Background: an optimization exercise with open tools, aiming at small area, a short achievable clock period and few clock cycles. Do not read the settings as production practice. Function was checked by simulation only, so behaviour that the tests miss may differ from the original. Power is estimated from default activity; no workload was simulated.

==> flow/design.v, too long to show whole: its modules and the start of the top module <==
// module imm_add35: 32 lines
// module imm_cell: 967 lines
// module integer_matrix_multiply_unit: 369 lines
module integer_matrix_multiply_unit (
  input  logic               clk,
  input  logic               rst,
  input  logic               cfg_wr_en,
  input  logic [1:0]         cfg_index,
  input  logic [3:0]         cfg_data,
  input  logic               in_valid,
  output logic               in_ready,
  input  logic [1:0]         cmd,
  input  logic signed [15:0] element_value,
  output logic               out_valid,
  input  logic               out_ready,
  output logic signed [34:0] product_value,
  output logic [2:0]         out_row,
  output logic [2:0]         out_col,
  output logic               last
);
  // ...
==> flow/run.sh <==
#!/bin/bash
# synth_recipe.tcl (not shown) runs the flow's synth.tcl, then flattens the netlist and writes it again
# the make line also repeats each setting of config.mk as NAME=value (left out here)
make -C /OpenROAD-flow-scripts/flow DESIGN_CONFIG=/design/flow/config.mk WORK_HOME=/design/flow/orfs CLKGATE_MAP_FILE= SYNTH_SCRIPT=/design/flow/synth_recipe.tcl finish
==> flow/config.mk <==
export PLATFORM = sky130hd
export DESIGN_NAME = integer_matrix_multiply_unit
export DESIGN_NICKNAME = integer_matrix_multiply_unit
export VERILOG_FILES = /design/flow/design.v
export SDC_FILE = /design/flow/constraint.sdc
export NUM_CORES = 4
export LEC_CHECK = 0
export CAP_MARGIN = 20
export CORE_MARGIN = 2
export CORE_UTILIZATION = 40
export SLEW_MARGIN = 20
==> flow/constraint.sdc <==
create_clock -name core_clock -period 10.0 [get_ports {clk}]
set_input_delay 2.0000 -clock core_clock [delete_from_list [all_inputs] [get_ports {clk}]]
set_output_delay 2.0000 -clock core_clock [all_outputs]
set_load 0.01 [all_outputs]
==> impl_metrics.env, run 1 <==
export IMPL_outcome="finished clean"
export IMPL_seq_area_share_pct=51.0
export IMPL_cp_max_fo=14
export IMPL_synthArstFlopShare_pct=0
export IMPL_final_antenna_net_count=0
export IMPL_place_area_mm2=0.199
export IMPL_cts_tree="done"
export IMPL_worst_clock_skew_ns=0.0660
export IMPL_seq_power_uw=20900
export IMPL_cts_setup_buffers=0
export IMPL_powerDensity_mw_per_mm2=200
export IMPL_clock_cell_area_share_pct=6.68
export IMPL_multi_input_gates=6788
export IMPL_post_dp_hpwl_um=401000
export IMPL_whs_ns=0.286
export IMPL_tapCellCount=6247
export IMPL_grt_setup_unrepaired="no"
export IMPL_grt_pass1_vias=109000
export IMPL_setup_viol=0
export IMPL_p_sw_uw=11700
export IMPL_largest_cell_class="registers"
export IMPL_critPathBufInv=5
export IMPL_num_fill_cells=41500
export IMPL_comb_power_share_pct=12.6
export IMPL_grt_max_degree=106
export IMPL_detail_route_iter0_violations=12500
export IMPL_buf_share_pct=2.16
export IMPL_route_detailed_drc=0
export IMPL_top_regs="astore x1024, bstore x1024, ring x1024"
export IMPL_yosys_top_cells_area="edfxtp_1 (35%), dfxtp_1 (22%), fa_1 (12%)"
export IMPL_cp_depth=38
Testbench counts, summed over its fixed seeds: cycles 17,104.
==> module integer_matrix_multiply_unit, before the edit <==
module integer_matrix_multiply_unit (
  input  logic               clk,
  input  logic               rst,
  input  logic               cfg_wr_en,
  input  logic [1:0]         cfg_index,
  input  logic [3:0]         cfg_data,
  input  logic               in_valid,
  output logic               in_ready,
  input  logic [1:0]         cmd,
  input  logic signed [15:0] element_value,
  output logic               out_valid,
  input  logic               out_ready,
  output logic signed [34:0] product_value,
  output logic [2:0]         out_row,
  output logic [2:0]         out_col,
  output logic               last
);
  logic [3:0] rows_a, inner_size, cols_b;
  function automatic logic [2:0] dim_last(input logic [3:0] v);
    if (v == 4'd0) dim_last = 3'd0;
    else if (v > 4'd8) dim_last = 3'd7;
    else dim_last = 3'(v - 4'd1);
  endfunction
  always_ff @(posedge clk) begin
    if (rst) begin
      rows_a     <= 4'd8;
      inner_size <= 4'd8;
      cols_b     <= 4'd8;
    end else if (cfg_wr_en) begin
      case (cfg_index)
        2'd0: rows_a <= cfg_data;
        2'd1: inner_size <= cfg_data;
        2'd2: cols_b <= cfg_data;
        default: ;
      endcase
    end
  end
  logic [2:0] now_r, now_k, now_n;
  logic       now_slow;
  assign now_r    = dim_last(rows_a);
  assign now_k    = dim_last(inner_size);
  assign now_n    = dim_last(cols_b);
  assign now_slow = !(now_k == 3'd7 && now_n == 3'd7);
  logic in_fire, ld_a, ld_b, acc_cmp;
  assign in_fire = in_valid && in_ready && !rst;
  assign ld_a    = in_fire && cmd == imm_pkg::CMD_LOAD_A;
  assign ld_b    = in_fire && cmd == imm_pkg::CMD_LOAD_B;
  assign acc_cmp = in_fire && cmd == imm_pkg::CMD_COMPUTE;
  logic [5:0]  a_wptr, b_wptr;
  logic        wq_a, wq_b;
  logic [5:0]  wq_addr;
  logic [15:0] wq_data;
  always_ff @(posedge clk) begin
    if (rst) begin
      a_wptr <= '0;
      b_wptr <= '0;
    end else if (ld_a) begin
      a_wptr <= a_wptr + 6'd1;
    end else if (ld_b) begin
      b_wptr <= b_wptr + 6'd1;
    end else if (acc_cmp) begin
      a_wptr <= '0;
      b_wptr <= '0;
    end
  end
  always_ff @(posedge clk) begin
    wq_a <= ld_a;
    wq_b <= ld_b;
    if (ld_a || ld_b) begin
      wq_addr <= ld_a ? a_wptr : b_wptr;
      wq_data <= element_value;
    end
  end
  logic [63:0][15:0] astore, bstore;
  for (genvar e = 0; e < 64; e++) begin : g_store
    always_ff @(posedge clk) begin
      if (wq_a && wq_addr == 6'(e)) astore[e] <= wq_data;
      if (wq_b && wq_addr == 6'(e)) bstore[e] <= wq_data;
    end
  end
  logic       active, slow, epoch, pend, pend_slow;
  logic [2:0] rl, kl, nl, pend_r, pend_k, pend_n;
  logic [2:0] hk;           
  logic       firstslot;    
  logic       sfill;        
  logic [5:0] u_cnt;
  logic [5:0] b_addr;
  logic [6:0] a_addr;       
  logic [3:0] rows_fed;
  logic [3:0] i_f;          
  logic [2:0] i_n, j_n;     
  logic [1:0] slot_src;
  logic [2:0] slot_row;
  logic start_direct, start_pend, start;
  logic       st_slow;
  logic [2:0] st_r, st_k, st_n;
  assign start_direct = acc_cmp && !active && !pend;
  assign start_pend   = pend && !active;
  assign start        = start_direct || start_pend;
  assign st_slow      = start_pend ? pend_slow : now_slow;
  assign st_r         = start_pend ? pend_r : now_r;
  assign st_k         = start_pend ? pend_k : now_k;
  assign st_n         = start_pend ? pend_n : now_n;
  logic [15:0][23:0] st_dig;
  logic [15:0]       st_first;
  logic [15:0]       st_pvld;
  logic [15:0][2:0]  st_row;
  logic [15:0]       st_ep;
  logic [15:0] a_rd;
  assign a_rd = astore[a_addr[5:0]];
  function automatic logic [23:0] booth(input logic [15:0] a);
    logic [16:0] ax;
    ax = {a, 1'b0};
    for (int r = 0; r < 8; r++) begin
      booth[3*r]   = ax[2*r+2];                                   
      booth[3*r+1] = ax[2*r+1] ^ ax[2*r];                         
      booth[3*r+2] = ax[2*r+2] ? (!ax[2*r+1] && !ax[2*r])
                               : (ax[2*r+1] && ax[2*r]);          
    end
  endfunction
  logic [7:0]        em_sel;
  logic [34:0]       em_s, em_c;
  logic [2:0]        em_row, em_col;
  logic              em_valid, wanted, accept, fail_now, item_last;
  logic [7:0][34:0]  acc_s, acc_c;
  logic [7:0]        tag_pvld, tag_ep;
  logic [7:0][2:0]   tag_row;
  always_comb begin
    em_s   = '0;
    em_c   = '0;
    em_row = '0;
    em_col = '0;
    for (int j = 0; j < 8; j++) begin
      em_sel[j] = st_first[j] && tag_pvld[j] && (tag_ep[j] == epoch);
      if (em_sel[j]) begin
        em_s   = em_s | acc_s[j];
        em_c   = em_c | acc_c[j];
        em_row = em_row | tag_row[j];
        em_col = em_col | 3'(j);
      end
    end
  end
  logic sk_valid;
  assign em_valid  = |em_sel;
  assign wanted    = active && em_valid && em_row == i_n && em_col == j_n;
  assign accept    = wanted && !sk_valid;
  assign fail_now  = wanted && sk_valid;
  assign item_last = i_n == rl && j_n == nl;
  logic [3:0] i_eff;
  logic [1:0] src_dec, src_eff;
  logic [2:0] row_eff;
  logic       head_on;
  assign head_on = active && !sfill;
  assign i_eff   = fail_now ? {1'b0, i_n} : i_f;
  always_comb begin
    if (!head_on) src_dec = imm_pkg::SRC_BUBBLE;
    else if (i_eff < rows_fed) src_dec = imm_pkg::SRC_REPLAY;
    else if (i_eff <= {1'b0, rl}) src_dec = imm_pkg::SRC_FRESH;
    else src_dec = imm_pkg::SRC_BUBBLE;
  end
  assign src_eff = (hk == 3'd0) ? src_dec : (head_on ? slot_src : imm_pkg::SRC_BUBBLE);
  assign row_eff = (hk == 3'd0) ? i_eff[2:0] : slot_row;
  logic a_take;    
  assign a_take = src_eff == imm_pkg::SRC_FRESH && hk <= kl;
  logic [23:0] e_dig;
  always_comb begin
    case (src_eff)
      imm_pkg::SRC_FRESH:  e_dig = a_take ? booth(a_rd) : '0;
      imm_pkg::SRC_REPLAY: e_dig = st_dig[15];
      default:             e_dig = '0;
    endcase
  end
  logic [2:0] u_j_next, u_k_next;
  logic [5:0] u_next;
  assign u_next   = u_cnt + 6'd1;
  assign u_j_next = u_next[5:3];
  assign u_k_next = u_next[2:0] - u_next[5:3];
  always_ff @(posedge clk) begin
    if (rst) begin
      active    <= 1'b0;
      pend      <= 1'b0;
      firstslot <= 1'b0;
      sfill     <= 1'b0;
      hk        <= '0;
      epoch     <= 1'b0;
    end else begin
      hk <= hk + 3'd1;
      if (hk == 3'd7) firstslot <= 1'b0;
      if (acc_cmp && !start_direct) begin
        pend      <= 1'b1;
        pend_slow <= now_slow;
        pend_r    <= now_r;
        pend_k    <= now_k;
        pend_n    <= now_n;
      end else if (start_pend) begin
        pend <= 1'b0;
      end
      if (sfill) begin
        u_cnt  <= u_next;
        b_addr <= 6'({3'b000, u_k_next} * ({3'b000, nl} + 6'd1) + {3'b000, u_j_next});
        if (u_cnt == 6'd63) sfill <= 1'b0;
      end
      if (hk == 3'd0 && head_on) begin
        slot_src <= src_dec;
        slot_row <= i_eff[2:0];
        if (src_dec == imm_pkg::SRC_FRESH) rows_fed <= rows_fed + 4'd1;
        i_f <= (src_dec == imm_pkg::SRC_BUBBLE) ? i_eff : i_eff + 4'd1;
      end else if (fail_now) begin
        i_f <= {1'b0, i_n};
      end
      if (a_take) a_addr <= a_addr + 7'd1;
      if (accept) begin
        if (j_n == nl) begin
          j_n <= '0;
          i_n <= i_n + 3'd1;
        end else begin
          j_n <= j_n + 3'd1;
        end
        if (item_last) active <= 1'b0;
      end
      if (start) begin
        active    <= 1'b1;
        slow      <= st_slow;
        rl        <= st_r;
        kl        <= st_k;
        nl        <= st_n;
        epoch     <= !epoch;
        hk        <= '0;
        firstslot <= !st_slow;
        sfill     <= st_slow;
        u_cnt     <= '0;
        b_addr    <= '0;
        a_addr    <= '0;
        rows_fed  <= '0;
        i_f       <= '0;
        i_n       <= '0;
        j_n       <= '0;
      end
    end
  end
  always_ff @(posedge clk) begin
    st_dig[0] <= e_dig;
    st_row[0] <= row_eff;
    st_ep[0]  <= epoch;
    for (int s = 1; s < 16; s++) begin
      st_dig[s] <= st_dig[s-1];
      st_row[s] <= st_row[s-1];
      st_ep[s]  <= st_ep[s-1];
    end
    if (rst) begin
      st_first <= '0;
      st_pvld  <= '0;
    end else begin
      st_first <= {st_first[14:0], hk == 3'd0};
      st_pvld  <= {st_pvld[14:0], src_eff != imm_pkg::SRC_BUBBLE};
    end
  end
  logic [7:0][15:0] colrd;
  logic [7:0][2:0]  bsel;
  logic [15:0]      b_rd;
  logic [7:0][7:0][15:0] bcol;    
  for (genvar j = 0; j < 8; j++) begin : g_bport
    for (genvar r = 0; r < 8; r++) begin : g_r
      assign bcol[j][r] = bstore[8*r+j];
    end
    assign bsel[j]  = sfill ? b_addr[5:3] : 3'(hk - 3'(j));
    assign colrd[j] = bcol[j][bsel[j]];
  end
  assign b_rd = colrd[b_addr[2:0]];
  logic [7:0] ft;
  logic [7:1] ft_q;
  always_ff @(posedge clk) begin
    if (rst) ft_q <= '0;
    else     ft_q <= ft[6:0];
  end
  assign ft = {ft_q, firstslot};
  logic [7:0][7:0][15:0] ring;    
  logic [7:0][34:0]      s_in, c_in, s_out, c_out;
  for (genvar j = 0; j < 8; j++) begin : g_cell
    always_ff @(posedge clk) begin
      if (ft[j]) ring[j][0] <= colrd[j];
      else if (sfill && u_cnt[5:3] == 3'(j)) ring[j][0] <= b_rd;
      else ring[j][0] <= ring[j][1];
      for (int q = 1; q < 7; q++) ring[j][q] <= ring[j][q+1];
      ring[j][7] <= ring[j][0];
    end
    assign s_in[j] = st_first[j] ? '0 : acc_s[j];
    assign c_in[j] = st_first[j] ? '0 : acc_c[j];
    imm_cell u_mac (
      .dig(st_dig[j]), .b(ring[j][0]), .s_in(s_in[j]), .c_in(c_in[j]),
      .s_out(s_out[j]), .c_out(c_out[j])
    );
    always_ff @(posedge clk) begin
      acc_s[j] <= s_out[j];
      acc_c[j] <= c_out[j];
      if (rst) begin
        tag_pvld[j] <= 1'b0;
      end else if (st_first[j]) begin
        tag_pvld[j] <= st_pvld[j];
        tag_row[j]  <= st_row[j];
        tag_ep[j]   <= st_ep[j];
      end
    end
  end
  logic [34:0] em_sum;
  imm_add35 u_add (.a(em_s), .b(em_c), .sum(em_sum));
  logic        out_free;
  logic [34:0] sk_prod;
  logic [2:0]  sk_row, sk_col;
  logic        sk_last;
  assign out_free = !out_valid || out_ready;
  always_ff @(posedge clk) begin
    if (rst) begin
      out_valid <= 1'b0;
      sk_valid  <= 1'b0;
    end else if (out_free) begin
      if (sk_valid) begin
        out_valid     <= 1'b1;
        product_value <= sk_prod;
        out_row       <= sk_row;
        out_col       <= sk_col;
        last          <= sk_last;
        sk_valid      <= 1'b0;
      end else if (accept) begin
        out_valid     <= 1'b1;
        product_value <= em_sum;
        out_row       <= i_n;
        out_col       <= j_n;
        last          <= item_last;
      end else begin
        out_valid <= 1'b0;
      end
    end else if (accept) begin
      sk_valid <= 1'b1;
      sk_prod  <= em_sum;
      sk_row   <= i_n;
      sk_col   <= j_n;
      sk_last  <= item_last;
    end
  end
  logic       n_active, n_slow, n_pend, n_first;
  logic [5:0] n_wptr;
  logic [6:0] n_aaddr;
  logic [2:0] n_hk, n_rl;
  logic [1:0] n_src;
  logic [6:0] n_guard;
  logic       n_block_a;
  always_comb begin
    n_pend   = (pend && !start_pend) || (acc_cmp && !start_direct);
    n_active = start || (active && !(accept && item_last));
    n_slow   = start ? st_slow : slow;
    n_rl     = start ? st_r : rl;
    n_first  = start ? !st_slow : (firstslot && hk != 3'd7);
    n_hk     = start ? 3'd0 : hk + 3'd1;
    n_wptr   = ld_a ? a_wptr + 6'd1 : (acc_cmp ? 6'd0 : a_wptr);
    n_aaddr  = start ? 7'd0 : (a_take ? a_addr + 7'd1 : a_addr);
    n_src    = (hk == 3'd0 && head_on) ? src_dec : slot_src;
    if (n_first) n_guard = n_aaddr + ((n_hk == 3'd7) ? 7'd1 : 7'd2);
    else if (n_hk != 3'd0 && n_src == imm_pkg::SRC_FRESH && !n_slow)
      n_guard = n_aaddr + ((n_hk == 3'd7) ? 7'd1 : 7'd2);
    else n_guard = n_aaddr;
    n_block_a = n_active && !n_slow && (n_wptr < {n_rl + 3'd1, 3'd0} || n_rl == 3'd7)
                && !({1'b0, n_wptr} < n_guard);
  end
  always_ff @(posedge clk) begin
    if (rst) in_ready <= 1'b1;
    else in_ready <= !n_pend && !(n_active && n_slow) && !n_block_a;
  end
endmodule
==> run 2, diff against run 1 <==
--- a/flow/design.v
+++ b/flow/design.v
@@ -1088,3 +1088,3 @@
   end
-  logic       active, slow, epoch, pend, pend_slow;
+  logic       active, slow, pend, pend_slow;
   logic [2:0] rl, kl, nl, pend_r, pend_k, pend_n;
@@ -1115,3 +1115,2 @@
   logic [15:0][2:0]  st_row;
-  logic [15:0]       st_ep;
   logic [15:0] a_rd;
@@ -1131,5 +1130,5 @@
   logic [2:0]        em_row, em_col;
-  logic              em_valid, wanted, accept, fail_now, item_last;
+  logic              em_valid, wanted, room, accept, fail_now, item_last;
   logic [7:0][34:0]  acc_s, acc_c;
-  logic [7:0]        tag_pvld, tag_ep;
+  logic [7:0]        tag_pvld;
   logic [7:0][2:0]   tag_row;
@@ -1141,16 +1140,15 @@
     for (int j = 0; j < 8; j++) begin
-      em_sel[j] = st_first[j] && tag_pvld[j] && (tag_ep[j] == epoch);
-      if (em_sel[j]) begin
-        em_s   = em_s | acc_s[j];
-        em_c   = em_c | acc_c[j];
-        em_row = em_row | tag_row[j];
-        em_col = em_col | 3'(j);
-      end
+      em_s   = em_s | (acc_s[j] & {35{em_sel[j]}});
+      em_c   = em_c | (acc_c[j] & {35{em_sel[j]}});
+      em_row = em_row | (tag_row[j] & {3{em_sel[j]}});
+      em_col = em_col | (3'(j) & {3{em_sel[j]}});
     end
   end
-  logic sk_valid;
+  logic [1:0] sk_cnt;
+  logic       emq_v;
   assign em_valid  = |em_sel;
   assign wanted    = active && em_valid && em_row == i_n && em_col == j_n;
-  assign accept    = wanted && !sk_valid;
-  assign fail_now  = wanted && sk_valid;
+  assign room      = (sk_cnt == 2'd0) || (sk_cnt == 2'd1 && !emq_v);
+  assign accept    = wanted && room;
+  assign fail_now  = wanted && !room;
   assign item_last = i_n == rl && j_n == nl;
@@ -1192,3 +1190,2 @@
       hk        <= '0;
-      epoch     <= 1'b0;
     end else begin
@@ -1234,3 +1231,2 @@
         nl        <= st_n;
-        epoch     <= !epoch;
         hk        <= '0;
@@ -1251,3 +1247,2 @@
     st_row[0] <= row_eff;
-    st_ep[0]  <= epoch;
     for (int s = 1; s < 16; s++) begin
@@ -1255,3 +1250,2 @@
       st_row[s] <= st_row[s-1];
-      st_ep[s]  <= st_ep[s-1];
     end
@@ -1259,6 +1253,9 @@
       st_first <= '0;
-      st_pvld  <= '0;
     end else begin
       st_first <= {st_first[14:0], hk == 3'd0};
-      st_pvld  <= {st_pvld[14:0], src_eff != imm_pkg::SRC_BUBBLE};
+    end
+    if (rst || start) begin
+      st_pvld <= '0;
+    end else begin
+      st_pvld <= {st_pvld[14:0], src_eff != imm_pkg::SRC_BUBBLE};
     end
@@ -1284,2 +1281,12 @@
   assign ft = {ft_q, firstslot};
+  always_ff @(posedge clk) begin
+    if (rst || start) begin
+      em_sel <= '0;
+    end else begin
+      for (int j = 0; j < 8; j++) begin
+        em_sel[j] <= ((j == 0) ? (hk == 3'd0) : st_first[(j == 0) ? 0 : j - 1])
+                     && (st_first[j] ? st_pvld[j] : tag_pvld[j]);
+      end
+    end
+  end
   logic [7:0][7:0][15:0] ring;    
@@ -1303,3 +1310,3 @@
       acc_c[j] <= c_out[j];
-      if (rst) begin
+      if (rst || start) begin
         tag_pvld[j] <= 1'b0;
@@ -1307,13 +1314,23 @@
         tag_pvld[j] <= st_pvld[j];
-        tag_row[j]  <= st_row[j];
-        tag_ep[j]   <= st_ep[j];
       end
+      if (st_first[j]) tag_row[j] <= st_row[j];
     end
   end
-  logic [34:0] em_sum;
-  imm_add35 u_add (.a(em_s), .b(em_c), .sum(em_sum));
+  logic [34:0] emq_s, emq_c, emq_sum;
+  logic [2:0]  emq_row, emq_col;
+  logic        emq_last;
+  always_ff @(posedge clk) begin
+    emq_s    <= em_s;
+    emq_c    <= em_c;
+    emq_row  <= i_n;
+    emq_col  <= j_n;
+    emq_last <= item_last;
+    if (rst) emq_v <= 1'b0;
+    else     emq_v <= accept;
+  end
+  imm_add35 u_add (.a(emq_s), .b(emq_c), .sum(emq_sum));
   logic        out_free;
-  logic [34:0] sk_prod;
-  logic [2:0]  sk_row, sk_col;
-  logic        sk_last;
+  logic [1:0][34:0] sk_prod;
+  logic [1:0][2:0]  sk_row, sk_col;
+  logic [1:0]       sk_last;
   assign out_free = !out_valid || out_ready;
@@ -1322,17 +1339,30 @@
       out_valid <= 1'b0;
-      sk_valid  <= 1'b0;
+      sk_cnt    <= 2'd0;
     end else if (out_free) begin
-      if (sk_valid) begin
+      if (sk_cnt != 2'd0) begin
         out_valid     <= 1'b1;
-        product_value <= sk_prod;
-        out_row       <= sk_row;
-        out_col       <= sk_col;
-        last          <= sk_last;
-        sk_valid      <= 1'b0;
-      end else if (accept) begin
+        product_value <= sk_prod[0];
+        out_row       <= sk_row[0];
+        out_col       <= sk_col[0];
+        last          <= sk_last[0];
+        if (sk_cnt == 2'd2) begin
+          sk_prod[0] <= sk_prod[1];
+          sk_row[0]  <= sk_row[1];
+          sk_col[0]  <= sk_col[1];
+          sk_last[0] <= sk_last[1];
+        end
+        if (emq_v) begin
+          sk_prod[sk_cnt[1]] <= emq_sum;
+          sk_row[sk_cnt[1]]  <= emq_row;
+          sk_col[sk_cnt[1]]  <= emq_col;
+          sk_last[sk_cnt[1]] <= emq_last;
+        end else begin
+          sk_cnt <= sk_cnt - 2'd1;
+        end
+      end else if (emq_v) begin
         out_valid     <= 1'b1;
-        product_value <= em_sum;
-        out_row       <= i_n;
-        out_col       <= j_n;
-        last          <= item_last;
+        product_value <= emq_sum;
+        out_row       <= emq_row;
+        out_col       <= emq_col;
+        last          <= emq_last;
       end else begin
@@ -1340,33 +1370,23 @@
       end
-    end else if (accept) begin
-      sk_valid <= 1'b1;
-      sk_prod  <= em_sum;
-      sk_row   <= i_n;
-      sk_col   <= j_n;
-      sk_last  <= item_last;
+    end else if (emq_v) begin
+      sk_prod[sk_cnt[0]] <= emq_sum;
+      sk_row[sk_cnt[0]]  <= emq_row;
+      sk_col[sk_cnt[0]]  <= emq_col;
+      sk_last[sk_cnt[0]] <= emq_last;
+      sk_cnt <= sk_cnt + 2'd1;
     end
   end
-  logic       n_active, n_slow, n_pend, n_first;
-  logic [5:0] n_wptr;
-  logic [6:0] n_aaddr;
-  logic [2:0] n_hk, n_rl;
-  logic [1:0] n_src;
-  logic [6:0] n_guard;
-  logic       n_block_a;
+  logic       n_pend, n_slowblk, blk_a, fresh_on;
+  logic [6:0] w_max, guard;
   always_comb begin
-    n_pend   = (pend && !start_pend) || (acc_cmp && !start_direct);
-    n_active = start || (active && !(accept && item_last));
-    n_slow   = start ? st_slow : slow;
-    n_rl     = start ? st_r : rl;
-    n_first  = start ? !st_slow : (firstslot && hk != 3'd7);
-    n_hk     = start ? 3'd0 : hk + 3'd1;
-    n_wptr   = ld_a ? a_wptr + 6'd1 : (acc_cmp ? 6'd0 : a_wptr);
-    n_aaddr  = start ? 7'd0 : (a_take ? a_addr + 7'd1 : a_addr);
-    n_src    = (hk == 3'd0 && head_on) ? src_dec : slot_src;
-    if (n_first) n_guard = n_aaddr + ((n_hk == 3'd7) ? 7'd1 : 7'd2);
-    else if (n_hk != 3'd0 && n_src == imm_pkg::SRC_FRESH && !n_slow)
-      n_guard = n_aaddr + ((n_hk == 3'd7) ? 7'd1 : 7'd2);
-    else n_guard = n_aaddr;
-    n_block_a = n_active && !n_slow && (n_wptr < {n_rl + 3'd1, 3'd0} || n_rl == 3'd7)
-                && !({1'b0, n_wptr} < n_guard);
+    n_pend    = (pend && !start_pend) || (acc_cmp && !start_direct);
+    n_slowblk = (start && st_slow) || (active && slow);
+    fresh_on  = slot_src == imm_pkg::SRC_FRESH && (hk != 3'd0 || firstslot);
+    w_max     = {1'b0, a_wptr} + {6'd0, in_ready};
+    if (firstslot || (fresh_on && hk <= 3'd5)) guard = a_addr + 7'd3;
+    else if (fresh_on && hk == 3'd6) guard = a_addr + 7'd2;
+    else if (fresh_on) guard = a_addr + 7'd1;
+    else guard = a_addr;
+    blk_a = active && !slow && !start
+            && (w_max < {1'b0, rl + 3'd1, 3'd0} || rl == 3'd7) && !(w_max < guard);
   end
@@ -1374,3 +1394,3 @@
     if (rst) in_ready <= 1'b1;
-    else in_ready <= !n_pend && !(n_active && n_slow) && !n_block_a;
+    else in_ready <= !n_pend && !n_slowblk && !blk_a;
   end
--- a/flow/config.mk
+++ b/flow/config.mk
@@ -7,5 +7,7 @@
 export LEC_CHECK = 0
+export ABC_CLOCK_PERIOD_IN_PS = 3500
 export CAP_MARGIN = 20
 export CORE_MARGIN = 2
-export CORE_UTILIZATION = 40
+export CORE_UTILIZATION = 50
+export SETUP_SLACK_MARGIN = 5
 export SLEW_MARGIN = 20
==> run 2 against run 1 <==
Via count grew 3.9%. Clock-buffer cell count grew 65. Power grew 1.7%. Highest routed layer unchanged. Critical path type unchanged.
==> impl_metrics.env, run 2 <==
export IMPL_outcome="finished clean"
export IMPL_fmax_ghz=0.201
export IMPL_clk_path_buf_depth=4
export IMPL_synth_edf_count=2278
export IMPL_start_util_pct=50.3
export IMPL_min_period_over_period_pct=49.7
export IMPL_synth_ff_type="edfxtp_1"
export IMPL_criticalPathCategory="flip-flop to flip-flop"
export IMPL_cts_clk_slew_worst_paths_ns=0.06
export IMPL_comb_power_share_pct=11.8
export IMPL_powerDensity_mw_per_mm2=200
export IMPL_fp_dieW_um=627
export IMPL_cp_max_fo=33
export IMPL_yosys_warnings=2
export IMPL_place_congestion=0.978
export IMPL_p_sw_uw=11700
export IMPL_final_cell_mix="edfxtp_1 (2278), dfxtp_1 (2124), a22oi_1 (1273)"
export IMPL_synth_area_mm2=0.194
export IMPL_dp_cells=18100
export IMPL_syn_to_final_growth_pct=11.4
export IMPL_hold_violations=0
export IMPL_p_sw_share_pct=27.1
export IMPL_drv_cap=0
export IMPL_arrival_ns=5.85
export IMPL_detail_route_iter0_violations=12900
export IMPL_vias=114000
export IMPL_grt_setup_unrepaired="no"
export IMPL_clkSinkCount=4424
export IMPL_synth_top_area_share_pct=35.2
export IMPL_grt_usage_pct=32.7
export IMPL_ys_seq_elements=4424
export IMPL_core_area_mm2=0.386
export IMPL_avgSynthCellArea_um2=14.5
export IMPL_worst_clock_skew_ns=0.135
export IMPL_wl_per_cell_um=33.7
export IMPL_grt_overflow_total=0
export IMPL_tightestPinTransition_ns=1.24
export IMPL_pwr_share_seq_pct=49.4
export IMPL_yosys_top_cells_area="edfxtp_1 (35%), dfxtp_1 (22%), fa_1 (12%)"
export IMPL_cts_hold_buf=0
export IMPL_vias_per_cell=5.97
export IMPL_grt_max_degree=124
export IMPL_synth_distinct_cells=92
export IMPL_fin_nets=14900
export IMPL_crit_path_end_kind="flip-flop"
export IMPL_finalWirelength_um=642000
export IMPL_required_ns=10.89
export IMPL_vdd_drop_max_mv=0.199
export IMPL_finalInstanceArea_mm2=0.217
export IMPL_cp_start_kind="flip-flop"
export IMPL_port_buffers=72
export IMPL_route_detailed_drc=0
export IMPL_placement_rows=228
export IMPL_cts_buffers_inserted=448
export IMPL_grt_pass1_wl_um=903000
export IMPL_syn_inst=13400
export IMPL_hp_class="flip-flop to flip-flop"
export IMPL_clockPowerShare_pct=38.8
export IMPL_synth_seq_area_share_pct=57.3
export IMPL_total_power_uw=43300
export IMPL_setup_viol=0
export IMPL_p_leak_uw=0.0792
export IMPL_num_fill_cells=30900
export IMPL_final_cells=19000
export IMPL_drt_first_pass_iters=6
export IMPL_cts_tree="done"
export IMPL_final_common_cell="edfxtp_1"
export IMPL_grt_pass1_vias=116000
export IMPL_layout_min_cycle_time_ns=4.97
export IMPL_post_dp_hpwl_um=443000
export IMPL_top_regs="astore x1024, bstore x1024, ring x1024"
export IMPL_worstSkewPairLatency_ns=1.05
export IMPL_yosysMostFrequentCell="edfxtp_1"
export IMPL_dieArea_mm2=0.394
export IMPL_io_pins=73
export IMPL_antenna_found_initial=45
export IMPL_syn_nets=14800
export IMPL_clockRootBuffer="clkbuf_16"
export IMPL_layout_drive_gt1_share_pct=13.8
export IMPL_htree_levels=5
export IMPL_intPower_uw=31500
export IMPL_synthArstFlopShare_pct=0
export IMPL_fp_dieH_um=627
export IMPL_drv_slew=0
export IMPL_final_antenna_net_count=0
export IMPL_netlist_top_cells_count="edfxtp_1 (2278), dfxtp_1 (2146), a22oi_1 (1273)"
export IMPL_relSlewSlack_pct=16.9
export IMPL_yosys_area_top_type="edfxtp_1"
export IMPL_fin_setup_tns_ns=0
export IMPL_place_area_mm2=0.201
## run 2: repair_timing
| item | in CTS | in global routing |
|---|---|---|
| setup endpoints to repair | 159 | 30 |
| resized for setup | 31 | 26 |
| buffers inserted | 6 | 18 |
| pin swaps | 4 | 6 |
| cloned | 2 | 0 |
## run 2: metal layers
metal / vias to the layer above / wire [um] / global-route usage, %
met4: 8 / 49900 / 20.9
li1: 47300 / - / -
met2: 5517 / 296000 / 51.4
met3: 1268 / 47900 / 5.02
met1: 59500 / 248000 / 42.5
met5: - / 56 / 0
## run 2: cell families (layout without fill, tap and decap cells)
group / after synthesis / after routing / share of synthesized area (%)
DFF: 4424 / 4424 / 57.3
buffers and inverters: 2144 / 2551 / 4.39
AOI/OAI and AO/OA: 1897 / 1899 / 7.13
and+or+nand+nor: 1474 / 1474 / 4.09
adders and majority gates: 1373 / 1373 / 13.3
xor gates and xnor gates: 1175 / 1175 / 5.29
muxes: 935 / 935 / 8.52
other: 0 / 23 / 0
## run 2: path summary, 6_finish.rpt
kind	end	cells past startpoint	startpoint	slack [ns]
min	ring[813]	0	ring[829]	0.21
max	ring[398]	10	hk[0]	5.03
max reg2reg	ring[398]	10	hk[0]	5.03
min reg2reg	ring[813]	0	ring[829]	0.21
## run 2: worst max-delay path, stage by stage (launching register included)
cell and delay [ns]:
dfxtp_1 0.57, inv_1 0.25, ha_1 0.40, mux2i_4 0.14, buf_4 0.49, buf_4 0.53
mux4_2 0.38, mux2i_1 0.75, mux4_2 0.61, mux2i_4 0.25, a221o_1 0.39
## run 2: metrics by stage
step / setup WS [ns] / hold WS [ns] / utilization (%)
after CTS: 5.01 / 0.220 / 56.0
after global placement: 4.01 / 0.309 / 52.1
after global routing: 4.95 / 0.203 / 56.0
final: 5.03 / 0.208 / 56.1
after detailed placement: 3.97 / 0.312 / 52.1
after floorplan: 4.95 / 0.310 / -
## run 2: power groups by stage
stage / clock [uW] / combinational (uW) / sequential, uW
2_1_floorplan: 0 / 3480 / 20700
3_3_place_gp: 0 / 4900 / 21700
3_5_place_dp: 0 / 5090 / 21700
4_1_cts: 17000 / 5170 / 21300
5_1_grt: 17700 / 5750 / 21300
6_report: 16800 / 5110 / 21400
## run 2: area by class of cell
class                   instances  area [um2]  area share, %
diodes                         23        57.6         0.0266
clock buffers                 616       12700           5.86
clock inverters               214        2130          0.985
inverters                    1173        4410           2.04
multi-input cells            6856       74900           34.6
flip-flops and latches       4424      111000           51.5
well taps                    5175        6470           2.99
repair buffers                548        4450           2.05
Testbench counts of run 2, summed over its fixed seeds: cycles 17,115.
==> run 3, diff against run 2 <==
--- a/flow/design.v
+++ b/flow/design.v
@@ -1101,3 +1101,3 @@
   logic [2:0] slot_row;
-  logic start_direct, start_pend, start;
+  logic       start_direct, start_pend, start;
   logic       st_slow;
@@ -1111,3 +1111,4 @@
   assign st_n         = start_pend ? pend_n : now_n;
-  logic [15:0][23:0] st_dig;
+  logic [7:0][23:0]  st_dig;
+  logic [15:8][15:0] st_raw;
   logic [15:0]       st_first;
@@ -1115,4 +1116,2 @@
   logic [15:0][2:0]  st_row;
-  logic [15:0] a_rd;
-  assign a_rd = astore[a_addr[5:0]];
   function automatic logic [23:0] booth(input logic [15:0] a);
@@ -1127,19 +1126,22 @@
   endfunction
-  logic [7:0]        em_sel;
+  function automatic logic [15:0] unbooth(input logic [23:0] d);
+    for (int r = 0; r < 8; r++) begin
+      unbooth[2*r+1] = d[3*r];
+      unbooth[2*r]   = d[3*r+1] ^ ((r == 0) ? 1'b0 : d[3*r-3]);
+    end
+  endfunction
+  logic [7:0]        em_sel, em_sel_d;
   logic [34:0]       em_s, em_c;
-  logic [2:0]        em_row, em_col;
-  logic              em_valid, wanted, room, accept, fail_now, item_last;
+  logic              wanted_q, wanted_d, room, accept, fail_now, item_last, done;
   logic [7:0][34:0]  acc_s, acc_c;
   logic [7:0]        tag_pvld;
-  logic [7:0][2:0]   tag_row;
+  logic [7:0][2:0]   tag_row, tag_row_d;
+  logic [2:0]        i_n_d, j_n_d, em_row_d, em_col_d;
+  logic              active_d;
   always_comb begin
-    em_s   = '0;
-    em_c   = '0;
-    em_row = '0;
-    em_col = '0;
+    em_s = '0;
+    em_c = '0;
     for (int j = 0; j < 8; j++) begin
-      em_s   = em_s | (acc_s[j] & {35{em_sel[j]}});
-      em_c   = em_c | (acc_c[j] & {35{em_sel[j]}});
-      em_row = em_row | (tag_row[j] & {3{em_sel[j]}});
-      em_col = em_col | (3'(j) & {3{em_sel[j]}});
+      em_s = em_s | (acc_s[j] & {35{em_sel[j]}});
+      em_c = em_c | (acc_c[j] & {35{em_sel[j]}});
     end
@@ -1148,34 +1150,82 @@
   logic       emq_v;
-  assign em_valid  = |em_sel;
-  assign wanted    = active && em_valid && em_row == i_n && em_col == j_n;
   assign room      = (sk_cnt == 2'd0) || (sk_cnt == 2'd1 && !emq_v);
-  assign accept    = wanted && room;
-  assign fail_now  = wanted && !room;
+  assign accept    = wanted_q && room;
+  assign fail_now  = wanted_q && !room;
   assign item_last = i_n == rl && j_n == nl;
-  logic [3:0] i_eff;
-  logic [1:0] src_dec, src_eff;
+  assign done      = accept && item_last;
+  always_comb begin
+    for (int j = 0; j < 8; j++) begin
+      em_sel_d[j]  = ((j == 0) ? (hk == 3'd0) : st_first[(j == 0) ? 0 : j - 1])
+                     && (st_first[j] ? st_pvld[j] : tag_pvld[j]);
+      tag_row_d[j] = st_first[j] ? st_row[j] : tag_row[j];
+    end
+    if (!active) begin
+      i_n_d = 3'd0;
+      j_n_d = 3'd0;
+    end else if (accept) begin
+      i_n_d = (j_n == nl) ? i_n + 3'd1 : i_n;
+      j_n_d = (j_n == nl) ? 3'd0 : j_n + 3'd1;
+    end else begin
+      i_n_d = i_n;
+      j_n_d = j_n;
+    end
+    em_row_d = '0;
+    em_col_d = '0;
+    for (int j = 0; j < 8; j++) begin
+      em_row_d = em_row_d | (tag_row_d[j] & {3{em_sel_d[j]}});
+      em_col_d = em_col_d | (3'(j) & {3{em_sel_d[j]}});
+    end
+    active_d = active && !done;
+    wanted_d = active_d && (|em_sel_d) && em_row_d == i_n_d && em_col_d == j_n_d;
+  end
+  always_ff @(posedge clk) begin
+    if (rst || done) begin
+      em_sel   <= '0;
+      wanted_q <= 1'b0;
+    end else begin
+      em_sel   <= em_sel_d;
+      wanted_q <= wanted_d;
+    end
+  end
+  logic       head_on, head_on_d;
+  logic [1:0] dec_ok_q, dec_fail_q, dec_ok_d, dec_fail_d, src_dec, src_eff;
+  logic [3:0] i_eff, i_f_d, rows_fed_d;
   logic [2:0] row_eff;
-  logic       head_on;
   assign head_on = active && !sfill;
   assign i_eff   = fail_now ? {1'b0, i_n} : i_f;
-  always_comb begin
-    if (!head_on) src_dec = imm_pkg::SRC_BUBBLE;
-    else if (i_eff < rows_fed) src_dec = imm_pkg::SRC_REPLAY;
-    else if (i_eff <= {1'b0, rl}) src_dec = imm_pkg::SRC_FRESH;
-    else src_dec = imm_pkg::SRC_BUBBLE;
-  end
+  assign src_dec = !head_on ? imm_pkg::SRC_BUBBLE : (fail_now ? dec_fail_q : dec_ok_q);
   assign src_eff = (hk == 3'd0) ? src_dec : (head_on ? slot_src : imm_pkg::SRC_BUBBLE);
   assign row_eff = (hk == 3'd0) ? i_eff[2:0] : slot_row;
-  logic a_take;    
-  assign a_take = src_eff == imm_pkg::SRC_FRESH && hk <= kl;
-  logic [23:0] e_dig;
+  function automatic logic [1:0] pick(input logic [3:0] i, input logic [3:0] fed,
+                                      input logic [2:0] r);
+    if (i < fed) pick = imm_pkg::SRC_REPLAY;
+    else if (i <= {1'b0, r}) pick = imm_pkg::SRC_FRESH;
+    else pick = imm_pkg::SRC_BUBBLE;
+  endfunction
   always_comb begin
-    case (src_eff)
-      imm_pkg::SRC_FRESH:  e_dig = a_take ? booth(a_rd) : '0;
-      imm_pkg::SRC_REPLAY: e_dig = st_dig[15];
-      default:             e_dig = '0;
-    endcase
+    if (!active) begin
+      i_f_d      = 4'd0;
+      rows_fed_d = 4'd0;
+    end else if (hk == 3'd0 && head_on) begin
+      i_f_d      = (src_dec == imm_pkg::SRC_BUBBLE) ? i_eff : i_eff + 4'd1;
+      rows_fed_d = (src_dec == imm_pkg::SRC_FRESH) ? rows_fed + 4'd1 : rows_fed;
+    end else begin
+      i_f_d      = fail_now ? {1'b0, i_n} : i_f;
+      rows_fed_d = rows_fed;
+    end
+    dec_ok_d   = pick(i_f_d, rows_fed_d, rl);
+    dec_fail_d = pick({1'b0, i_n_d}, rows_fed_d, rl);
   end
-  logic [2:0] u_j_next, u_k_next;
-  logic [5:0] u_next;
+  always_ff @(posedge clk) begin
+    dec_ok_q   <= dec_ok_d;
+    dec_fail_q <= dec_fail_d;
+  end
+  logic a_take;    
+  assign a_take = src_eff == imm_pkg::SRC_FRESH && hk <= kl;
+  logic [15:0] a_rd, e_raw;
+  assign a_rd  = astore[a_addr[5:0]];
+  assign e_raw = (src_eff == imm_pkg::SRC_REPLAY) ? st_raw[15] : (a_take ? a_rd : 16'd0);
+  logic [2:0] u_j_next, u_k_next, hk_d;
+  logic [5:0] u_next, b_addr_d;
+  logic       sfill_d;
   assign u_next   = u_cnt + 6'd1;
@@ -1183,2 +1233,7 @@
   assign u_k_next = u_next[2:0] - u_next[5:3];
+  assign hk_d     = start ? 3'd0 : hk + 3'd1;
+  assign sfill_d  = start ? st_slow : (sfill && u_cnt != 6'd63);
+  assign b_addr_d = (sfill && active)
+                    ? 6'({3'b000, u_k_next} * ({3'b000, nl} + 6'd1) + {3'b000, u_j_next})
+                    : 6'd0;
   always_ff @(posedge clk) begin
@@ -1191,3 +1246,4 @@
     end else begin
-      hk <= hk + 3'd1;
+      hk    <= hk_d;
+      sfill <= sfill_d;
       if (hk == 3'd7) firstslot <= 1'b0;
@@ -1202,25 +1258,3 @@
       end
-      if (sfill) begin
-        u_cnt  <= u_next;
-        b_addr <= 6'({3'b000, u_k_next} * ({3'b000, nl} + 6'd1) + {3'b000, u_j_next});
-        if (u_cnt == 6'd63) sfill <= 1'b0;
-      end
-      if (hk == 3'd0 && head_on) begin
-        slot_src <= src_dec;
-        slot_row <= i_eff[2:0];
-        if (src_dec == imm_pkg::SRC_FRESH) rows_fed <= rows_fed + 4'd1;
-        i_f <= (src_dec == imm_pkg::SRC_BUBBLE) ? i_eff : i_eff + 4'd1;
-      end else if (fail_now) begin
-        i_f <= {1'b0, i_n};
-      end
-      if (a_take) a_addr <= a_addr + 7'd1;
-      if (accept) begin
-        if (j_n == nl) begin
-          j_n <= '0;
-          i_n <= i_n + 3'd1;
-        end else begin
-          j_n <= j_n + 3'd1;
-        end
-        if (item_last) active <= 1'b0;
-      end
+      if (done) active <= 1'b0;
       if (start) begin
@@ -1231,12 +1265,3 @@
         nl        <= st_n;
-        hk        <= '0;
         firstslot <= !st_slow;
-        sfill     <= st_slow;
-        u_cnt     <= '0;
-        b_addr    <= '0;
-        a_addr    <= '0;
-        rows_fed  <= '0;
-        i_f       <= '0;
-        i_n       <= '0;
-        j_n       <= '0;
       end
@@ -1245,8 +1270,30 @@
   always_ff @(posedge clk) begin
-    st_dig[0] <= e_dig;
-    st_row[0] <= row_eff;
-    for (int s = 1; s < 16; s++) begin
-      st_dig[s] <= st_dig[s-1];
-      st_row[s] <= st_row[s-1];
+    b_addr <= b_addr_d;
+    if (rst || !active) begin
+      u_cnt    <= '0;
+      a_addr   <= '0;
+      rows_fed <= '0;
+      i_f      <= '0;
+      i_n      <= '0;
+      j_n      <= '0;
+    end else begin
+      if (sfill) u_cnt <= u_next;
+      rows_fed <= rows_fed_d;
+      i_f      <= i_f_d;
+      i_n      <= i_n_d;
+      j_n      <= j_n_d;
+      if (a_take) a_addr <= a_addr + 7'd1;
+    end
+    if (hk == 3'd0 && head_on) begin
+      slot_src <= src_dec;
+      slot_row <= i_eff[2:0];
     end
+  end
+  always_ff @(posedge clk) begin
+    st_dig[0] <= booth(e_raw);
+    st_row[0] <= row_eff;
+    for (int s = 1; s < 8; s++) st_dig[s] <= st_dig[s-1];
+    st_raw[8] <= unbooth(st_dig[7]);
+    for (int s = 9; s < 16; s++) st_raw[s] <= st_raw[s-1];
+    for (int s = 1; s < 16; s++) st_row[s] <= st_row[s-1];
     if (rst) begin
@@ -1256,3 +1303,3 @@
     end
-    if (rst || start) begin
+    if (rst || done) begin
       st_pvld <= '0;
@@ -1262,5 +1309,5 @@
   end
-  logic [7:0][15:0] colrd;
-  logic [7:0][2:0]  bsel;
-  logic [15:0]      b_rd;
+  logic [7:0][15:0]      colrd;
+  logic [7:0][2:0]       bsel;
+  logic [15:0]           b_rd;
   logic [7:0][7:0][15:0] bcol;    
@@ -1270,3 +1317,5 @@
     end
-    assign bsel[j]  = sfill ? b_addr[5:3] : 3'(hk - 3'(j));
+    always_ff @(posedge clk) begin
+      bsel[j] <= sfill_d ? b_addr_d[5:3] : 3'(hk_d - 3'(j));
+    end
     assign colrd[j] = bcol[j][bsel[j]];
@@ -1281,11 +1330,5 @@
   assign ft = {ft_q, firstslot};
+  logic [7:0] sf;
   always_ff @(posedge clk) begin
-    if (rst || start) begin
-      em_sel <= '0;
-    end else begin
-      for (int j = 0; j < 8; j++) begin
-        em_sel[j] <= ((j == 0) ? (hk == 3'd0) : st_first[(j == 0) ? 0 : j - 1])
-                     && (st_first[j] ? st_pvld[j] : tag_pvld[j]);
-      end
-    end
+    for (int j = 0; j < 8; j++) sf[j] <= sfill_d && (sfill ? u_next[5:3] : 3'd0) == 3'(j);
   end
@@ -1296,3 +1339,3 @@
       if (ft[j]) ring[j][0] <= colrd[j];
-      else if (sfill && u_cnt[5:3] == 3'(j)) ring[j][0] <= b_rd;
+      else if (sf[j]) ring[j][0] <= b_rd;
       else ring[j][0] <= ring[j][1];
@@ -1310,3 +1353,3 @@
       acc_c[j] <= c_out[j];
-      if (rst || start) begin
+      if (rst || done) begin
         tag_pvld[j] <= 1'b0;
@@ -1331,3 +1374,3 @@
   imm_add35 u_add (.a(emq_s), .b(emq_c), .sum(emq_sum));
-  logic        out_free;
+  logic             out_free;
   logic [1:0][34:0] sk_prod;
@@ -1383,5 +1426,5 @@
     n_slowblk = (start && st_slow) || (active && slow);
-    fresh_on  = slot_src == imm_pkg::SRC_FRESH && (hk != 3'd0 || firstslot);
+    fresh_on  = firstslot || (slot_src == imm_pkg::SRC_FRESH && hk != 3'd0);
     w_max     = {1'b0, a_wptr} + {6'd0, in_ready};
-    if (firstslot || (fresh_on && hk <= 3'd5)) guard = a_addr + 7'd3;
+    if (fresh_on && hk <= 3'd5) guard = a_addr + 7'd3;
     else if (fresh_on && hk == 3'd6) guard = a_addr + 7'd2;
==> flow/flow/run.sh (new file) <==
#!/bin/bash
set -euo pipefail
bash standard.sh SETUP_SLACK_MARGIN=6.0 finish > flow_make.log 2>&1
==> flow/standard.sh (new file) <==
#!/bin/bash
# synth_recipe.tcl (not shown) runs the flow's synth.tcl, then flattens the netlist and writes it again
# the make line also repeats each setting of config.mk as NAME=value (left out here)
make -C /OpenROAD-flow-scripts/flow DESIGN_CONFIG=/design/flow/config.mk WORK_HOME=/design/flow/orfs CLKGATE_MAP_FILE= SYNTH_SCRIPT=/design/flow/synth_recipe.tcl "${@:-finish}"
--- a/flow/config.mk
+++ b/flow/config.mk
@@ -11,3 +11,2 @@
 export CORE_UTILIZATION = 50
-export SETUP_SLACK_MARGIN = 5
 export SLEW_MARGIN = 20
removed: flow/run.sh
==> run 3 against run 2 <==
Still clean. Clock-buffer cell count decreased by 18. Global-route usage decreased by 0.73 points. Clock power increased by 2%. Sequential cell count decreased by 40. Synthesized cell count increased by 2.2%. Critical endpoint is now bsel[20]. Highest routed layer unchanged.
==> impl_metrics.env, run 3 <==
export IMPL_synth_top_area_share_pct=34.4
export IMPL_post_dp_hpwl_um=430000
export IMPL_required_ns=10.87
export IMPL_layout_drive_gt1_share_pct=15.4
export IMPL_crit_path_end_kind="flip-flop"
export IMPL_cts_buffers_inserted=446
export IMPL_syn_nets=15100
export IMPL_synth_ff_type="edfxtp_1"
export IMPL_htree_levels=5
export IMPL_wl_per_cell_um=32.5
export IMPL_critPathTopFamily="adder cells"
export IMPL_worst_clock_skew_ns=0.0818
export IMPL_synth_distinct_cells=86
export IMPL_r2r_slack_ns=5.86
export IMPL_p_leak_uw=0.0792
export IMPL_cp_start_kind="flip-flop"
export IMPL_fp_dieW_um=627
export IMPL_r2r_start="u_cnt[2]"
export IMPL_worstSkewPairLatency_ns=1.03
export IMPL_powerDensity_mw_per_mm2=212
export IMPL_synth_edf_count=2221
export IMPL_cts_hold_buf=0
export IMPL_clk_path_buf_depth=4
export IMPL_ys_seq_elements=4384
export IMPL_grt_overflow_total=0
export IMPL_whs_path_depth=0
export IMPL_vdd_drop_max_mv=0.187
export IMPL_fin_nets=15200
export IMPL_clkSinkCount=4384
export IMPL_start_util_pct=50.2
export IMPL_final_cell_mix="edfxtp_1 (2221), dfxtp_1 (2041), a22oi_1 (1255)"
export IMPL_hp_class="flip-flop to flip-flop"
export IMPL_dieArea_mm2=0.393
export IMPL_finalWirelength_um=628000
export IMPL_reg2reg_depth=19
export IMPL_final_antenna_net_count=0
export IMPL_synth_seq_area_share_pct=56.8
export IMPL_yosysMostFrequentCell="edfxtp_1"
export IMPL_cts_tree="done"
export IMPL_tightestPinTransition_ns=1.26
export IMPL_critPathSlowestCell="fa_1"
export IMPL_synthArstFlopShare_pct=0
export IMPL_endpoint="bsel[20]"
export IMPL_avgSynthCellArea_um2=14.1
export IMPL_setup_viol=0
export IMPL_grt_pass1_vias=119000
export IMPL_route_detailed_drc=0
export IMPL_yosys_top_cells_area="edfxtp_1 (34%), dfxtp_1 (22%), fa_1 (12%)"
export IMPL_vias=115000
export IMPL_detail_route_iter0_violations=12800
export IMPL_layout_min_cycle_time_ns=4.14
export IMPL_antenna_found_initial=46
export IMPL_clockRootBuffer="clkbuf_16"
export IMPL_fp_dieH_um=627
export IMPL_cts_clk_slew_worst_paths_ns=0.07
export IMPL_top_regs="astore x1024, bstore x1024, ring x1024"
export IMPL_io_pins=73
export IMPL_critPathBufInv=2
export IMPL_r2r_end="bsel[20]"
export IMPL_placement_rows=228
export IMPL_slowest_delay_ns=0.51
export IMPL_fmax_ghz=0.241
export IMPL_final_common_cell="edfxtp_1"
export IMPL_cp_depth=19
export IMPL_synth_area_mm2=0.194
export IMPL_criticalPathCategory="flip-flop to flip-flop"
export IMPL_syn_to_final_growth_pct=12.2
export IMPL_grt_pass1_wl_um=889000
export IMPL_cp_max_fo=8
export IMPL_drv_slew=0
export IMPL_cp_cell_sequence="nand3_4 > xor2_4 > inv_2 > ha_4 > fa_2 > xor2_2 > xnor2_2 > xnor2_2 > nand2b_1 > fa_1 > fa_1 > fa_2 > inv_2 > a21o_1 > a21oi_2 > xnor2_1 > xnor2_1 > nand2_2 > o31ai_2"
export IMPL_core_area_mm2=0.386
export IMPL_syn_inst=13700
export IMPL_grt_setup_unrepaired="yes"
export IMPL_yosys_warnings=2
export IMPL_grt_max_degree=120
export IMPL_netlist_top_cells_count="edfxtp_1 (2221), dfxtp_1 (2163), a22oi_1 (1255)"
export IMPL_hold_violations=0
export IMPL_arrival_ns=5.02
export IMPL_drt_first_pass_iters=9
export IMPL_place_congestion=0.951
export IMPL_drv_cap=0
export IMPL_min_period_over_period_pct=41.4
export IMPL_grt_usage_pct=31.9
export IMPL_whs_ns=0.262
export IMPL_vias_per_cell=5.96
export IMPL_fin_setup_tns_ns=0
export IMPL_outcome="finished clean"
export IMPL_crit_start="u_cnt[2]"
export IMPL_yosys_area_top_type="edfxtp_1"
export IMPL_port_buffers=72
export IMPL_relSlewSlack_pct=16.1
-- run 3: cell types whose count changed in the layout (fill, tap and decap cells not counted), sizes merged, moves of 25 or more --
cell	delta
buf	+84
mux2i	-40
inv	+44
xor2	-44
mux2	+58
nand2	+37
xnor2	+60
mux4	-25
a21oi	+133
edfxtp	-57
a211oi	+135
a221o	-129
-- run 3: worst min path at each step --
stage | start | to | slack (ns)
after detailed placement | ring[319] | ring[303] | 0.31
after global routing | ring[930] | ring[914] | 0.25
after floorplan | ring[1016] | ring[1000] | 0.31
after CTS | ring[605] | ring[589] | 0.25
after global placement | ring[569] | ring[553] | 0.31
final | ring[930] | ring[914] | 0.26
-- run 3: power breakdown --
group          leakage, uW  switching, uW  internal [uW]
Combinational       0.0340           4170           2780
Sequential          0.0377           1760          20200
Clock              0.00756           7280           9920
-- run 3: timing repair --
item / CTS / global route
pin swaps: 16 / 6
setup endpoints to repair: 355 / 230
gates resized for setup: 111 / 89
setup buffers: 37 / 31
hold endpoints to repair: 0 / 0
gates cloned: 2 / 3
-- run 3: cell type report --
class                           count  area [um2]
Antenna cell                       12        30.0
Clock buffer                      598       12900
Clock inverter                    228        2360
Fill cell                       30800      168000
Inverter                         1215        4620
Multi-Input combinational cell   7102       75400
Sequential cell                  4384      110000
Tap cell                         5175        6470
Timing Repair Buffer              636        5340
-- run 3: logic make-up after synthesis --
kind of cell | after synthesis | synth area share [%]
AO/OA/AOI/OAI | 2065 | 7.50
flip-flops | 4384 | 56.8
multiplexers | 928 | 8.25
AND/OR/NAND/NOR | 1544 | 4.25
adder cells (fa/ha/maj) | 1373 | 13.3
XOR/XNOR | 1191 | 5.38
buffers and inverters | 2235 | 4.53
-- run 3: metal layers --
layer	up-vias	track usage (%)	part of all wire [%]
met5	-	0	0.017
met4	16	21.1	7.9
met3	1441	5.69	7.9
met2	5600	50.4	46
met1	60100	40.6	38
li1	48200	-	-
-- run 3: through the flow --
stage	utilization, %	std cells	instance area [um2]	total power (uW)	setup WS [ns]
after floorplan	-	13700	194000	25700	5.77
after global placement	52.0	18400	201000	28900	4.86
after detailed placement	52.0	18400	201000	29200	4.83
after CTS	56.2	19300	217000	46300	5.79
after global routing	56.3	19300	217000	47900	5.64
final	56.3	19400	217000	46100	5.86
Testbench counts of run 3, summed over its fixed seeds: cycles 17,115.
==> run 4, diff against run 3 <==
--- a/flow/design.v
+++ b/flow/design.v
@@ -1227,13 +1227,29 @@
   assign e_raw = (src_eff == imm_pkg::SRC_REPLAY) ? st_raw[15] : (a_take ? a_rd : 16'd0);
-  logic [2:0] u_j_next, u_k_next, hk_d;
-  logic [5:0] u_next, b_addr_d;
-  logic       sfill_d;
+  logic [2:0] hk_d, fk, fk_d;
+  logic [5:0] u_next, b_addr_d, fkn, fkn_d;
+  logic       sfill_d, sfill_go;
   assign u_next   = u_cnt + 6'd1;
-  assign u_j_next = u_next[5:3];
-  assign u_k_next = u_next[2:0] - u_next[5:3];
   assign hk_d     = start ? 3'd0 : hk + 3'd1;
-  assign sfill_d  = start ? st_slow : (sfill && u_cnt != 6'd63);
-  assign b_addr_d = (sfill && active)
-                    ? 6'({3'b000, u_k_next} * ({3'b000, nl} + 6'd1) + {3'b000, u_j_next})
-                    : 6'd0;
+  assign sfill_go = sfill && u_cnt != 6'd63;
+  assign sfill_d  = start ? st_slow : sfill_go;
+  always_comb begin
+    if (!sfill_go || !active) begin
+      fk_d  = 3'd0;
+      fkn_d = 6'd0;
+    end else if (u_next[2:0] == 3'd0) begin
+      fk_d  = fk;
+      fkn_d = fkn;
+    end else if (fk == 3'd7) begin
+      fk_d  = 3'd0;
+      fkn_d = 6'd0;
+    end else begin
+      fk_d  = fk + 3'd1;
+      fkn_d = fkn + {2'b00, {1'b0, nl} + 4'd1};
+    end
+    b_addr_d = fkn_d + {3'b000, (sfill_go && active) ? u_next[5:3] : 3'd0};
+  end
+  always_ff @(posedge clk) begin
+    fk  <= fk_d;
+    fkn <= fkn_d;
+  end
   always_ff @(posedge clk) begin
@@ -1318,3 +1334,4 @@
     always_ff @(posedge clk) begin
-      bsel[j] <= sfill_d ? b_addr_d[5:3] : 3'(hk_d - 3'(j));
+      if (start) bsel[j] <= st_slow ? 3'd0 : 3'(3'd0 - 3'(j));
+      else bsel[j] <= sfill_go ? b_addr_d[5:3] : 3'(hk + 3'd1 - 3'(j));
     end
@@ -1332,3 +1349,4 @@
   always_ff @(posedge clk) begin
-    for (int j = 0; j < 8; j++) sf[j] <= sfill_d && (sfill ? u_next[5:3] : 3'd0) == 3'(j);
+    for (int j = 0; j < 8; j++)
+      sf[j] <= start ? (st_slow && j == 0) : (sfill_go && u_next[5:3] == 3'(j));
   end
==> flow/flow/run.sh (replaced) <==
#!/bin/bash
set -euo pipefail
bash standard.sh SETUP_SLACK_MARGIN=6.4 finish > flow_make.log 2>&1
--- a/flow/config.mk
+++ b/flow/config.mk
@@ -10,3 +10,5 @@
 export CORE_MARGIN = 2
-export CORE_UTILIZATION = 50
+export CORE_UTILIZATION = 55
+export CTS_CLUSTER_DIAMETER = 100
+export CTS_CLUSTER_SIZE = 30
 export SLEW_MARGIN = 20
==> run 4 against run 3 <==
Largest cell class unchanged. Die area is 9.0% lower. Final area is 3.1% lower. Area after synthesis hardly changed. Clock skew is 0.0075 ns higher. Non-clock buffer count is 118 higher. Synthesized cell count is 0.34% lower. Power is 15% lower. Critical path type is now flip-flop to primary output. Global-route usage is 3.6 points higher. Final cell count is 5.1% lower. Worst hold slack better by 0.032 ns. Clock power is 44% lower. Still clean.
==> impl_metrics.env, run 4 <==
export IMPL_route_detailed_drc=0
export IMPL_dp_cells=17800
export IMPL_criticalPathCategory="flip-flop to primary output"
export IMPL_vdd_drop_max_mv=0.178
export IMPL_clkSinkCount=4393
export IMPL_slowest_delay_ns=0.87
export IMPL_min_period_over_period_pct=41.1
export IMPL_synth_ff_type="edfxtp_1"
export IMPL_placement_rows=217
export IMPL_critPathTopFamily="flip-flops"
export IMPL_grt_pass1_vias=115000
export IMPL_required_ns=8.00
export IMPL_start_util_pct=55.4
export IMPL_fin_nets=15000
export IMPL_yosys_top_cells_area="edfxtp_1 (34%), dfxtp_1 (22%), fa_1 (12%)"
export IMPL_fmax_ghz=0.243
export IMPL_detail_route_iter0_violations=14700
export IMPL_crit_path_end_kind="primary output"
export IMPL_clockRootBuffer="clkbuf_16"
export IMPL_synth_top_family_by_area="adder cells"
export IMPL_hp_class="flip-flop to flip-flop"
export IMPL_core_area_mm2=0.350
export IMPL_htree_levels=4
export IMPL_layout_drive_gt1_share_pct=14.7
export IMPL_grt_setup_unrepaired="yes"
export IMPL_avgSynthCellArea_um2=14.2
export IMPL_port_buffers=72
export IMPL_synthArstFlopShare_pct=0
export IMPL_fp_dieW_um=598
export IMPL_synthMuxAreaShare_pct=8.35
export IMPL_yosys_area_top_type="edfxtp_1"
export IMPL_critPathBufInv=1
export IMPL_syn_to_final_growth_pct=8.64
export IMPL_arrival_ns=2.11
export IMPL_worst_clock_skew_ns=0.0893
export IMPL_syn_nets=15100
export IMPL_drv_slew=0
export IMPL_cts_tree="done"
export IMPL_wl_per_cell_um=34.7
export IMPL_fp_dieH_um=598
export IMPL_netlist_top_cells_count="edfxtp_1 (2221), dfxtp_1 (2172), a22oi_1 (1251)"
export IMPL_multi_input_area_mm2=0.0762
export IMPL_regArea_mm2=0.111
export IMPL_drt_first_pass_iters=6
export IMPL_fin_setup_tns_ns=0
export IMPL_synth_distinct_cells=75
export IMPL_p_leak_uw=0.0755
export IMPL_syn_inst=13700
export IMPL_antenna_found_initial=56
export IMPL_hold_violations=0
export IMPL_cts_clk_slew_worst_paths_ns=0.11
export IMPL_powerDensity_mw_per_mm2=185
export IMPL_grt_max_degree=89
export IMPL_ys_seq_elements=4393
export IMPL_cts_buffers_inserted=185
export IMPL_dieArea_mm2=0.357
export IMPL_grt_overflow_total=0
export IMPL_synth_seq_area_share_pct=56.9
export IMPL_synth_fa_ha_area_share_pct=13.3
export IMPL_synthXorXnorAreaFrac_pct=5.42
export IMPL_vias=115000
export IMPL_final_antenna_net_count=0
export IMPL_tightestPinTransition_ns=1.28
export IMPL_worstSkewPairLatency_ns=0.98
export IMPL_place_congestion=1.06
export IMPL_synth_top_area_share_pct=34.4
export IMPL_synth_compound_area_share_pct=7.42
export IMPL_synth_edf_count=2221
export IMPL_cp_cell_sequence="buf_2"
export IMPL_final_common_cell="edfxtp_1"
export IMPL_setup_viol=0
export IMPL_critPathSlowestCell="edfxtp_1"
export IMPL_cts_hold_buf=0
export IMPL_synth_area_mm2=0.194
export IMPL_yosysMostFrequentCell="edfxtp_1"
export IMPL_drv_cap=0
export IMPL_cp_start_kind="flip-flop"
export IMPL_layout_min_cycle_time_ns=4.11
export IMPL_grt_usage_pct=35.5
export IMPL_finalWirelength_um=637000
export IMPL_relSlewSlack_pct=14.4
export IMPL_grt_pass1_wl_um=890000
export IMPL_post_dp_hpwl_um=433000
export IMPL_top_regs="astore x1024, bstore x1024, ring x1024"
export IMPL_outcome="finished clean"
export IMPL_yosys_warnings=2
export IMPL_io_pins=73
export IMPL_vias_per_cell=6.28
export IMPL_clk_path_buf_depth=4
export IMPL_cp_max_fo=1
export IMPL_yosys_area_share_simple_pct=4.22
export IMPL_num_fill_cells=26800
export IMPL_final_cell_mix="edfxtp_1 (2221), dfxtp_1 (2014), a22oi_1 (1220)"
export IMPL_final_cells=18400
run 4: cell count changes in the layout (fill, tap and decap cells not counted), sizes merged, moves of 21 or more:
| cell | delta |
|---|---|
| and2 | +22 |
| buf | +153 |
| bufinv | -30 |
| clkbuf | -340 |
| clkinv | -132 |
| clkinvlp | -24 |
| diode | +21 |
| dlygate4sd2 | -23 |
| nand2b | -22 |
| o21ai | -50 |
| xnor2 | -71 |
| xor2 | +78 |
run 4: cell families after synthesis:
group	count (synthesis)
AOI/OAI and AO/OA	2038
xor gates and xnor gates	1198
adders and majority gates	1366
buffers and inverters	2223
DFF	4393
muxes	925
and+or+nand+nor	1530
run 4: report_power, final:
group	total [uW]	internal (uW)	leakage (uW)	switching (uW)
Combinational	7360	2920	0.0350	4440
Sequential	22000	20200	0.0378	1850
Clock	9590	3720	0.00276	5860
Total	38900	26800	0.0755	12200
run 4: per-layer routing:
layer	track usage, %	wire length [um]
met1	48.0	247000
met2	53.4	285000
met3	7.30	60300
met4	21.4	45000
met5	0	159
run 4: layout make-up:
class                   count  area share [%]
diodes                     33          0.0392
clock buffers             250            2.39
clock inverters            48           0.338
inverters                1218            2.18
multi-input cells        7059            36.2
flip-flops and latches   4393            52.6
well taps                4599            2.73
repair buffers            754            3.57
repair inverters            1         0.00238
run 4: timing repair:
item / in CTS / in global routing
endpoints found under the setup margin: 579 / 270
cloned: 8 / 8
pin swaps: 8 / 23
setup buffers: 30 / 141
gates resized for setup: 541 / 408
run 4: worst paths after layout:
| check | startpoint | end | slack (ns) | cells after the start |
|---|---|---|---|---|
| max | out_row[2] | out_row[2] | 5.89 | 1 |
| min | st_raw[0] | st_raw[16] | 0.29 | 0 |
| max reg2reg | acc_s[119] | acc_c[120] | 6.40 | 8 |
| min reg2reg | st_raw[0] | st_raw[16] | 0.29 | 0 |
run 4: stage by stage:
stage                     hold slack, ns  utilization [%]  cell area [um2]  worst slack [ns]  total power [uW]
after floorplan                    0.310                -           194000              5.75             25800
after global placement             0.310             57.2           200000              4.82             29100
after detailed placement           0.312             57.2           200000              4.72             29300
after CTS                          0.274             59.3           207000              6.01             38900
after global routing               0.281             60.1           210000              5.90             40500
final                              0.294             60.1           210000              5.89             38900
Testbench counts of run 4, summed over its fixed seeds: cycles 17,115.

re-timing with driven ports:
In the flow no input, the clock included, has a driving cell. The finished layouts below were timed again as built, in two steps. Step 1, drivers: a clkbuf_16 drives clk and a buf_2 each remaining input, both assumed. Step 2 also shifts input and output timing later by t, the mid clock arrival at the registers, as if the neighbouring blocks saw the same clock. Slacks: ideal ports / drivers / drivers and shift; pairs: ideal ports / drivers.
run | shift t [ns] | slack for setup (ns) | latest minus earliest clock arrival (ns) | worst data-port slew with drivers (ns)
run 1 | 1.111 | 0.957 / 0.957 / 0.957 | 0.082 / 0.082 | 0.10
run 2 | 1.095 | 5.034 / 5.034 / 4.259 | 0.136 / 0.136 | 0.06
run 3 | 1.093 | 5.857 / 5.857 / 5.149 | 0.086 / 0.086 | 0.04
run 4 | 1.057 | 5.887 / 5.769 / 5.488 | 0.093 / 0.094 | 0.08
After both steps setup and hold are still met in every run listed. The setup slack of run 2, which loses most, moves by 0.000 ns with the drivers and by -0.775 ns with both steps.
